Background: an optimization exercise with open tools, aiming at small area, a short achievable clock period and few clock cycles per item. Do not read the settings as production practice.
Function was checked by simulation only, so behaviour that the tests miss may differ from the original.
Power and IR drop assume default switching activity.

## run 1
==> flow/design.v (excerpt) <==
module iq_corr_accum
#(
    parameter int LOG2_N = 4
) (
    input  logic               clk,
    input  logic               rst_n,
    input  logic               clr,
    input  logic               s_valid,
    output logic               s_ready,
    input  logic signed [15:0] s_xi,
    input  logic signed [15:0] s_xq,
    input  logic signed [15:0] s_ri,
    input  logic signed [15:0] s_rq,
    output logic               m_valid,
    input  logic               m_ready,
    output logic signed [63:0] m_wi,
    output logic signed [63:0] m_wq,
    output iq_corr_pkg::slot_state_t o_dbg_slot
);
    localparam int CNT_W = (LOG2_N == 0) ? 1 : LOG2_N;
    localparam logic [CNT_W-1:0] CNT_LAST = CNT_W'((1 << LOG2_N) - 1);
    logic [CNT_W-1:0] r_cnt;
    logic             r_first1, r_last1;          
    logic             r_done;                     
    iq_corr_pkg::slot_state_t r_state;
    logic [15:0]      r_xi, r_xq;                 
    logic [7:0]       r_ri_one, r_ri_two, r_ri_neg;
    logic [7:0]       r_rq_one, r_rq_two, r_rq_neg;
    logic [7:0]       r_rq_nneg;                  
    logic [36:0]      r_ti_s, r_ti_c, r_tq_s, r_tq_c;   
    logic [36:0]      r_wi, r_wq;                 
    logic             w_full, w_last, w_accept, w_clear;
    logic [7:0]       w_ri_one, w_ri_two, w_ri_neg, w_rq_one, w_rq_two, w_rq_neg;
    assign w_full   = (r_state == iq_corr_pkg::FULL);
    assign w_last   = (r_cnt == CNT_LAST);
    assign s_ready  = ~clr & ~(w_last & ((w_full & ~m_ready) | r_last1 | r_done));
    assign w_accept = s_valid & s_ready;
    assign w_clear  = r_first1;
    always_ff @(posedge clk or negedge rst_n) begin
        if (!rst_n) begin
            r_cnt <= '0;
        end else if (clr) begin
            r_cnt <= '0;
        end else if (w_accept) begin
            r_cnt <= w_last ? '0 : r_cnt + 1'b1;
        end
    end
    always_ff @(posedge clk or negedge rst_n) begin
        if (!rst_n) begin
            r_first1 <= 1'b0;
  ...
Size: roughly 320 flip-flops, roughly 200 I/O pins, ~34000 um^2 of cells after synthesis.
export LEC_CHECK = 0
export ABC_CLOCK_PERIOD_IN_PS = 4200
export CAP_MARGIN = 20
export CORE_MARGIN = 2
export CORE_UTILIZATION = 40
export CTS_BUF_LIST = sky130_fd_sc_hd__clkbuf_4 sky130_fd_sc_hd__clkbuf_8
export SETUP_SLACK_MARGIN = 4.3
export SLEW_MARGIN = 20
export SYNTH_HIERARCHICAL = 1
export SYNTH_MINIMUM_KEEP_SIZE = 0
create_clock -name core_clock -period 8.5 [get_ports {clk}]
standard.sh (not shown) runs the stock make flow with config.mk's settings and CLKGATE_MAP_FILE= SYNTH_SCRIPT=/design/flow/synth_recipe.tcl, a recipe that flattens the netlist after the stock synthesis.
==> flow/flow/run.sh <==
#!/bin/bash
# The standard layout (standard.sh), except that the port buffers placed before global placement
# are plain buffers (buf_2) instead of the delay cells buffer_ports picks by default, which the
# repair steps then cannot resize. Every make step's full output goes to flow.log here.
set -euo pipefail
export BUFFER_PORTS_ARGS="-buffer_cell sky130_fd_sc_hd__buf_2"
bash standard.sh finish > flow.log 2>&1
Testbench counts of run 1, summed over its fixed seeds: cycles 3,090, items 3,072.
#### Input delta (run 2 over run 1)
- clearing CTS_BUF_LIST, which used to be sky130_fd_sc_hd__clkbuf_4 sky130_fd_sc_hd__clkbuf_8
- swapping 4200 for 4000 in ABC_CLOCK_PERIOD_IN_PS
- swapping 4.3 for 4.45 in SETUP_SLACK_MARGIN
--- outcome ---
- Going from run 1 to run 2, signed area change from the synthesized netlist to the final layout grows by 3.8 points.
- Run 2 vs run 1: detailed-routing iteration count for the pre-antenna-repair pass up
- Final cell area: run 2 above run 1
- Count of clock-buffer cells in the layout (run 1 / run 2): 1.7
- From run 1 to run 2 the numbers moved as follows: pin count of the biggest net entering global routing up 6.1%, violation count after the first detailed-routing iteration increased 21%, relative slew slack lost 7.9 points.
- Compared with run 1, in run 2 ratio of cells with drive above 1 in the final layout rose by 1.9 points, worst-case setup margin in the final layout rose by 0.10 ns.
Modified inputs, run 3 compared to run 2
- a change of SETUP_SLACK_MARGIN from 4.45 to 4.5
==> flow/run.sh (new file) <==
#!/bin/bash
# synth_recipe.tcl (not shown) runs the flow's synth.tcl, then flattens the netlist and writes it again
# the make line also repeats each setting of config.mk as NAME=value (left out here)
make -C /OpenROAD-flow-scripts/flow DESIGN_CONFIG=/design/flow/config.mk WORK_HOME=/design/flow/orfs CLKGATE_MAP_FILE= SYNTH_SCRIPT=/design/flow/synth_recipe.tcl finish
removed: flow/flow/run.sh
removed: flow/standard.sh
### Flow results
- Summary — post-route worst hold slack, run 3 relative to run 2: higher, by 0.0068 ns.
- In the metrics for run 2 and run 3, the one carrying the higher via count is run 3.
- Reported for run 2 and run 3, total DRC errors in the routed layout turned out identical to the last digit.
- Share of total power consumed by net switching: run 2 vs run 3 — no meaningful difference
- Fraction of power consumed by combinational cells | run 3 above run 2
- Against run 2, highest clock frequency the design can meet in run 3 came out better.
diff inputs: run 3 => run 4
- ABC_CLOCK_PERIOD_IN_PS now 4200, was 4000
- SETUP_SLACK_MARGIN now 4.3, was 4.5
==> flow/flow/run.sh (new file) <==
#!/bin/bash
# The standard layout (standard.sh), except that the port buffers placed before global placement
# are plain buffers (buf_2) instead of the delay cells buffer_ports picks by default, which the
# repair steps then cannot resize. Every make step's full output goes to flow.log here.
set -euo pipefail
export BUFFER_PORTS_ARGS="-buffer_cell sky130_fd_sc_hd__buf_2"
bash standard.sh finish > flow.log 2>&1
==> flow/standard.sh (new file) <==
#!/bin/bash
# synth_recipe.tcl (not shown) runs the flow's synth.tcl, then flattens the netlist and writes it again
# the make line also repeats each setting of config.mk as NAME=value (left out here)
make -C /OpenROAD-flow-scripts/flow DESIGN_CONFIG=/design/flow/config.mk WORK_HOME=/design/flow/orfs CLKGATE_MAP_FILE= SYNTH_SCRIPT=/design/flow/synth_recipe.tcl "${@:-finish}"
removed: flow/run.sh
[summary]
Achievable frequency was lower in run 4 than in run 3.
Diff run 3 -> run 4 | final non-filler cell area | down by a little under 10%
In the tables for run 3 and run 4, clock power reads higher with run 3.

==> separate check: timing with driven ports <==
The flow's constraints put no driver on any port. The routed layouts listed below were extracted and timed again, unchanged, in two steps. Step 1, drivers: a clkbuf_16 drives clk and a buf_2 each remaining input, both assumed. Step 2, shift: input delay + t, output delay - t, t = (earliest + latest rising clock arrival at the registers) / 2. This alone moves slack from input paths to output paths. Three values: ideal ports, drivers, drivers and shift; two values: the first two.
run	shift t [ns]	setup slack, ns	latest minus earliest clock arrival (ns)	slew at the worst register clock pin (ns)
run 1	0.754	4.356 / 4.356 / 4.356	0.080 / 0.080	0.08 / 0.08
run 2	0.647	4.457 / 4.448 / 4.448	0.033 / 0.033	0.07 / 0.07
run 3	0.639	4.503 / 4.453 / 4.453	0.026 / 0.026	0.07 / 0.07
run 4	0.625	4.344 / 4.344 / 4.344	0.043 / 0.044	0.07 / 0.07
After both steps setup and hold are still met in every run listed. For run 3, which loses most, drivers alone change the setup slack by -0.050 ns; drivers and shift together by -0.050 ns.
